This is an optimization exercise on Yosys and OpenROAD, whose aim is small area and a short achievable clock period, not a production implementation.
Only simulation tests tie the RTL to the original design; equivalence was not proved.
Power is estimated from default activity; no workload was simulated.

==> job 5558: inputs <==
==> flow/design.v <==
module data_memory_ws #(
    parameter int unsigned DEPTH       = 64,
    parameter int unsigned BASE_ADDR   = 1024,
    parameter int unsigned WAIT_CYCLES = 2
) (
    input  logic        clk,
    input  logic        rst,
    input  logic        MEM_R_EN,
    input  logic        MEM_W_EN,
    input  logic [1:0]  MEM_SIZE,
    input  logic [31:0] alu_res,
    input  logic [31:0] rm_val,
    output logic [31:0] data_mem,
    output logic        mem_ready,
    output logic        mem_busy,
    output logic        addr_err
);
    localparam int unsigned IdxW = (DEPTH > 1) ? $clog2(DEPTH) : 1;
    localparam logic [31:0] Base = 32'(BASE_ADDR);
    localparam logic [31:0] Top  = 32'(BASE_ADDR) + 32'(DEPTH) * 32'd4;
    logic busy_q, s1_q, s2_q;
    logic [IdxW-1:0] idx_q;
    logic [1:0]      lo_q;
    logic [1:0]      size_q;
    logic            wr_q;
    logic            err_q;
    logic [31:0]     wdata_q;
    logic [DEPTH-1:0]       valid_q;
    logic [DEPTH-1:0][31:0] mem_q;
    logic req, accept;
    logic in_range, misaligned;
    logic [31:0] off;
    assign req    = MEM_R_EN | MEM_W_EN;
    assign accept = !busy_q && req;
    assign off      = alu_res - Base;
    assign in_range = (alu_res >= Base) && (alu_res < Top);
    always_comb begin
        case (MEM_SIZE)
            2'b10:   misaligned = 1'b0;
            2'b01:   misaligned = alu_res[0];
            default: misaligned = (alu_res[1:0] != 2'b00);
        endcase
    end
    always_ff @(posedge clk) begin
        if (!busy_q) begin
            idx_q   <= off[IdxW+1:2];
            lo_q    <= alu_res[1:0];
            size_q  <= MEM_SIZE;
            wr_q    <= MEM_W_EN;
            err_q   <= !in_range || misaligned;
            wdata_q <= rm_val;
        end
    end
    always_ff @(posedge clk or posedge rst) begin
        if (rst) begin
            busy_q    <= 1'b0;
            s1_q      <= 1'b0;
            s2_q      <= 1'b0;
            mem_ready <= 1'b0;
            addr_err  <= 1'b0;
        end else begin
            busy_q    <= accept || (busy_q && !mem_ready);
            s1_q      <= accept;
            s2_q      <= s1_q;
            mem_ready <= s2_q;
            addr_err  <= s2_q && err_q;
        end
    end
    assign mem_busy = busy_q;
    logic [DEPTH-1:0] sel;
    always_comb begin
        for (int w = 0; w < int'(DEPTH); w++) begin
            sel[w] = (idx_q == IdxW'(w));
        end
    end
    logic [31:0] rd_word;
    always_comb begin
        rd_word = '0;
        for (int w = 0; w < int'(DEPTH); w++) begin
            rd_word = rd_word | (mem_q[w] & {32{sel[w] & valid_q[w]}});
        end
    end
    logic [31:0] rd_data;
    always_comb begin
        case (size_q)
            2'b10:   rd_data = {24'h0, rd_word[{lo_q, 3'b000} +: 8]};
            2'b01:   rd_data = {16'h0, rd_word[{lo_q[1], 4'b0000} +: 16]};
            default: rd_data = rd_word;
        endcase
    end
    always_ff @(posedge clk or posedge rst) begin
        if (rst) begin
            data_mem <= '0;
        end else if (s2_q && !wr_q) begin
            data_mem <= err_q ? 32'h0 : rd_data;
        end
    end
    logic [3:0]  lane;
    logic [31:0] wal;
    always_comb begin
        case (size_q)
            2'b10: begin
                lane = 4'b0001 << lo_q;
                wal  = {4{wdata_q[7:0]}};
            end
            2'b01: begin
                lane = lo_q[1] ? 4'b1100 : 4'b0011;
                wal  = {2{wdata_q[15:0]}};
            end
            default: begin
                lane = 4'b1111;
                wal  = wdata_q;
            end
        endcase
    end
    logic do_wr;
    assign do_wr = s2_q && wr_q && !err_q;
    always_ff @(posedge clk) begin
        for (int w = 0; w < int'(DEPTH); w++) begin
            for (int l = 0; l < 4; l++) begin
                if (do_wr && sel[w] && (lane[l] || !valid_q[w])) begin
                    mem_q[w][8*l +: 8] <= lane[l] ? wal[8*l +: 8] : 8'h00;
                end
            end
        end
    end
    always_ff @(posedge clk or posedge rst) begin
        if (rst) begin
            valid_q <= '0;
        end else begin
            for (int w = 0; w < int'(DEPTH); w++) begin
                if (do_wr && sel[w]) valid_q[w] <= 1'b1;
            end
        end
    end
endmodule
==> flow/run.sh <==
#!/bin/bash
# synth_recipe.tcl (not shown) runs the flow's synth.tcl, then flattens the netlist and writes it again
# the make line also repeats each setting of config.mk as NAME=value (left out here)
make -C /OpenROAD-flow-scripts/flow DESIGN_CONFIG=/design/flow/config.mk WORK_HOME=/design/flow/orfs CLKGATE_MAP_FILE= SYNTH_SCRIPT=/design/flow/synth_recipe.tcl finish
==> flow/config.mk <==
export PLATFORM = sky130hd
export DESIGN_NAME = data_memory_ws
export DESIGN_NICKNAME = data_memory_ws
export VERILOG_FILES = /design/flow/design.v
export SDC_FILE = /design/flow/constraint.sdc
export NUM_CORES = 4
export LEC_CHECK = 0
export CAP_MARGIN = 20
export CORE_MARGIN = 2
export CORE_UTILIZATION = 40
export SLEW_MARGIN = 20
==> flow/constraint.sdc <==
create_clock -name core_clock -period 10.0 [get_ports {clk}]
set_input_delay 2.0000 -clock core_clock [delete_from_list [all_inputs] [get_ports {clk}]]
set_output_delay 2.0000 -clock core_clock [all_outputs]
set_load 0.01 [all_outputs]
==> inputs of job 8227, as changes to job 5558 <==
==> flow/design.v, changed modules only <==
module data_memory_ws #(
    parameter int unsigned DEPTH       = 64,
    parameter int unsigned BASE_ADDR   = 1024,
    parameter int unsigned WAIT_CYCLES = 2
) (
    input  logic        clk,
    input  logic        rst,
    input  logic        MEM_R_EN,
    input  logic        MEM_W_EN,
    input  logic [1:0]  MEM_SIZE,
    input  logic [31:0] alu_res,
    input  logic [31:0] rm_val,
    output logic [31:0] data_mem,
    output logic        mem_ready,
    output logic        mem_busy,
    output logic        addr_err
);
    localparam int unsigned IdxW = (DEPTH > 1) ? $clog2(DEPTH) : 1;
    localparam logic [31:0] Base = 32'(BASE_ADDR);
    localparam logic [31:0] Top  = 32'(BASE_ADDR) + 32'(DEPTH) * 32'd4;
    logic busy_q, s1_q, s2_q;
    logic [DEPTH-1:0] sel_q;
    logic [1:0]      lo_q;
    logic [1:0]      size_q;
    logic            wr_q;
    logic            err_q;
    logic [3:0]      lane_q;
    logic [31:0]     wal_q;
    logic [1:0]  lo1_q;
    logic [1:0]  size1_q;
    logic        rd1_q;
    logic        err1_q;
    logic [31:0] rword_q;
    logic                   valid_q;
    logic [DEPTH-1:0][31:0] mem_q;
    logic req, accept;
    logic in_range, misaligned;
    logic [31:0] off;
    assign req    = MEM_R_EN | MEM_W_EN;
    assign accept = !busy_q && req;
    assign off      = alu_res - Base;
    assign in_range = (alu_res >= Base) && (alu_res < Top);
    always_comb begin
        case (MEM_SIZE)
            2'b10:   misaligned = 1'b0;
            2'b01:   misaligned = alu_res[0];
            default: misaligned = (alu_res[1:0] != 2'b00);
        endcase
    end
    logic [3:0]  lane;
    logic [31:0] wal;
    always_comb begin
        case (MEM_SIZE)
            2'b10:   lane = 4'b0001 << alu_res[1:0];
            2'b01:   lane = alu_res[1] ? 4'b1100 : 4'b0011;
            default: lane = 4'b1111;
        endcase
        case (MEM_SIZE)
            2'b10:   wal = {4{rm_val[7:0]}};
            2'b01:   wal = {2{rm_val[15:0]}};
            default: wal = rm_val;
        endcase
    end
    always_ff @(posedge clk) begin
        sel_q   <= sel_d;
        lo_q    <= alu_res[1:0];
        size_q  <= MEM_SIZE;
        wr_q    <= MEM_W_EN;
        err_q   <= !in_range || misaligned;
        lane_q  <= lane;
        wal_q   <= wal;
    end
    always_ff @(posedge clk or posedge rst) begin
        if (rst) begin
            busy_q    <= 1'b0;
            s1_q      <= 1'b0;
            s2_q      <= 1'b0;
            mem_ready <= 1'b0;
            addr_err  <= 1'b0;
        end else begin
            busy_q    <= accept || (busy_q && !mem_ready);
            s1_q      <= accept;
            s2_q      <= s1_q;
            mem_ready <= s2_q;
            addr_err  <= s2_q && err1_q;
        end
    end
    assign mem_busy = busy_q;
    logic [DEPTH-1:0] sel_d;
    always_comb begin
        for (int w = 0; w < int'(DEPTH); w++) begin
            sel_d[w] = (off[IdxW+1:2] == IdxW'(w));
        end
    end
    logic [31:0] rd_word;
    for (genvar b = 0; b < 32; b++) begin : g_rd
        logic [DEPTH-1:0] col;
        for (genvar w = 0; w < int'(DEPTH); w++) begin : g_col
            assign col[w] = mem_q[w][b];
        end
        data_memory_ws_rd64 u_rd (.sel(sel_q), .d(col), .y(rd_word[b]));
    end
    always_ff @(posedge clk) begin
        rword_q <= rd_word;
        lo1_q   <= lo_q;
        size1_q <= size_q;
        rd1_q   <= !wr_q;
        err1_q  <= err_q;
    end
    logic [31:0] rd_data;
    always_comb begin
        case (size1_q)
            2'b10:   rd_data = {24'h0, rword_q[{lo1_q, 3'b000} +: 8]};
            2'b01:   rd_data = {16'h0, rword_q[{lo1_q[1], 4'b0000} +: 16]};
            default: rd_data = rword_q;
        endcase
    end
    always_ff @(posedge clk or posedge rst) begin
        if (rst) begin
            data_mem <= '0;
        end else if (s2_q && rd1_q) begin
            data_mem <= (err1_q || !valid_q) ? 32'h0 : rd_data;
        end
    end
    logic do_wr;
    assign do_wr = s1_q && wr_q && !err_q;
    logic [DEPTH-1:0][3:0]  ld, hold;
    logic [DEPTH-1:0][31:0] mem_d;
    always_comb begin
        for (int w = 0; w < int'(DEPTH); w++) begin
            for (int l = 0; l < 4; l++) begin
                ld[w][l]   = do_wr && sel_q[w] && lane_q[l];
                hold[w][l] = !(do_wr && (sel_q[w] || !valid_q) && (lane_q[l] || !valid_q));
            end
        end
    end
    for (genvar w = 0; w < int'(DEPTH); w++) begin : g_w
        for (genvar b = 0; b < 32; b++) begin : g_b
            data_memory_ws_upd u_upd (
                .ld  (ld[w][b / 8]),
                .wd  (wal_q[b]),
                .hold(hold[w][b / 8]),
                .q   (mem_q[w][b]),
                .d   (mem_d[w][b])
            );
        end
    end
    always_ff @(posedge clk) begin
        mem_q <= mem_d;
    end
    always_ff @(posedge clk or posedge rst) begin
        if (rst) begin
            valid_q <= '0;
        end else begin
            if (do_wr) valid_q <= 1'b1;
        end
    end
endmodule
module data_memory_ws_upd (
    input  logic ld,
    input  logic wd,
    input  logic hold,
    input  logic q,
    output logic d
);
    assign d = (ld & wd) | (hold & q);
endmodule
module data_memory_ws_rd64 (
    input  logic [63:0] sel,
    input  logic [63:0] d,
    output logic        y
);
    logic [21:0] n1;
    logic [5:0]  p2;
    logic [2:0]  n3;
    for (genvar i = 0; i < 21; i++) begin : g_aoi3
        data_memory_ws_aoi222 u (
            .a1(sel[3*i]),   .a2(d[3*i]),
            .b1(sel[3*i+1]), .b2(d[3*i+1]),
            .c1(sel[3*i+2]), .c2(d[3*i+2]),
            .y(n1[i])
        );
    end
    data_memory_ws_nand2 u_last (.a(sel[63]), .b(d[63]), .y(n1[21]));
    for (genvar i = 0; i < 5; i++) begin : g_nand4
        data_memory_ws_nand4 u (.a(n1[4*i]), .b(n1[4*i+1]), .c(n1[4*i+2]), .d(n1[4*i+3]),
                                .y(p2[i]));
    end
    data_memory_ws_nand2 u_nand2 (.a(n1[20]), .b(n1[21]), .y(p2[5]));
    for (genvar i = 0; i < 3; i++) begin : g_nor2
        data_memory_ws_nor2 u (.a(p2[2*i]), .b(p2[2*i+1]), .y(n3[i]));
    end
    data_memory_ws_nand3 u_nand3 (.a(n3[0]), .b(n3[1]), .c(n3[2]), .y(y));
endmodule
module data_memory_ws_aoi222 (
    input  logic a1, a2, b1, b2, c1, c2,
    output logic y
);
    assign y = !((a1 & a2) | (b1 & b2) | (c1 & c2));
endmodule
module data_memory_ws_nand4 (
    input  logic a, b, c, d,
    output logic y
);
    assign y = !(a & b & c & d);
endmodule
module data_memory_ws_nand2 (
    input  logic a, b,
    output logic y
);
    assign y = !(a & b);
endmodule
module data_memory_ws_nor2 (
    input  logic a, b,
    output logic y
);
    assign y = !(a | b);
endmodule
module data_memory_ws_nand3 (
    input  logic a, b, c,
    output logic y
);
    assign y = !(a & b & c);
endmodule
==> flow/flow/run.sh (new file) <==
#!/bin/bash
# The standard layout, with timing repair aimed at a 3 ns clock instead of the design's period so
# the repair keeps improving paths that already meet it. Constraints are the design's unchanged.
set -euo pipefail
bash standard.sh SETUP_SLACK_MARGIN=7 finish > standard.log 2>&1
==> flow/standard.sh (new file) <==
#!/bin/bash
# synth_recipe.tcl (not shown) runs the flow's synth.tcl, then flattens the netlist and writes it again
# the make line also repeats each setting of config.mk as NAME=value (left out here)
make -C /OpenROAD-flow-scripts/flow DESIGN_CONFIG=/design/flow/config.mk WORK_HOME=/design/flow/orfs CLKGATE_MAP_FILE= SYNTH_SCRIPT=/design/flow/synth_recipe.tcl "${@:-finish}"
--- a/flow/config.mk
+++ b/flow/config.mk
@@ -9,3 +9,6 @@
 export CORE_MARGIN = 2
-export CORE_UTILIZATION = 40
+export CORE_UTILIZATION = 50
+export CTS_CLUSTER_DIAMETER = 100
+export CTS_CLUSTER_SIZE = 30
 export SLEW_MARGIN = 20
+export SYNTH_HIERARCHICAL = 1
removed: flow/run.sh
==> impl_results.md <==
* Status: finished clean
* Worst vdd rail ir drop at 0.168 mV
* Post_cts resized at 0
* Routed wl met3 at 84,700 um
* Post-Layout Inst Area at 0.100 mm^2
* Kind of cell adding the most delay to the critical path: simple AND/OR/NAND/NOR gates
* Fin cells at 9,081
* Placed Instances at 8,627
* Area grow syn2layout at 16.8%
* Row cnt at 169
* Gate power share at 5.7%
* Area of the core at 0.213 mm^2
* Int Pwr at 15.3 mW
* Buf/Inv on CP at 3
* Final WL at 469,000 um
* TritonCTS buffer count at 222
* Simple-gate share of the synthesized area at 14.1%
* # Post-CTS Setup Buffers at 0
(the above is from job 5558)
==> impl_results.md <==
* Status: finished clean
* Buf/Inv on CP at 1
* Routed wl met3 at 23,900 um
* Placed Instances at 8,322
* Hpwl dp at 159,000 um
* Fin cells at 8,453
* Gate power share at 2.8%
* Worst vdd rail ir drop at 0.128 mV
* Post-Layout Inst Area at 0.0824 mm^2
* Minimum clock period at 3.38 ns
* Final WL at 261,000 um
* Int Pwr at 10.6 mW
* Row cnt at 143
* Simple-gate share of the synthesized area at 6.61%
* Area grow syn2layout at 8.38%
* Kind of cell adding the most delay to the critical path: flip-flops
* Top Registers: mem_q: 2048 flops, sel_q: 64 flops
(the above is from job 8227)

-- separate check: timing with driven ports --
In the flow no input, the clock included, has a driving cell. The finished layouts below were timed again as built, in two steps. Step 1 assumes that a clkbuf_16 drives the clock port and a buf_2 every other input. Step 2, shift: input delay + t, output delay - t, t = (earliest + latest rising clock arrival at the registers) / 2. This alone moves slack from input paths to output paths. a / b / c = ideal ports / drivers / drivers and shift; a / b = the first two.
run | shift t [ns] | slack for setup (ns) | hold slack, ns | worst setup path at the end | latest minus earliest clock arrival (ns)
job 5558 | 0.977 | 4.216 / 4.216 / 4.216 | 0.353 / 0.353 / 0.353 | register to register | 0.040 / 0.040
job 8227 | 0.839 | 6.619 / 6.528 / 6.303 | 0.377 / 0.377 / 0.377 | input to register | 0.039 / 0.039
After both steps setup and hold are still met in every run listed. The setup slack of job 8227, which loses most, moves by -0.091 ns with the drivers and by -0.316 ns with both steps.
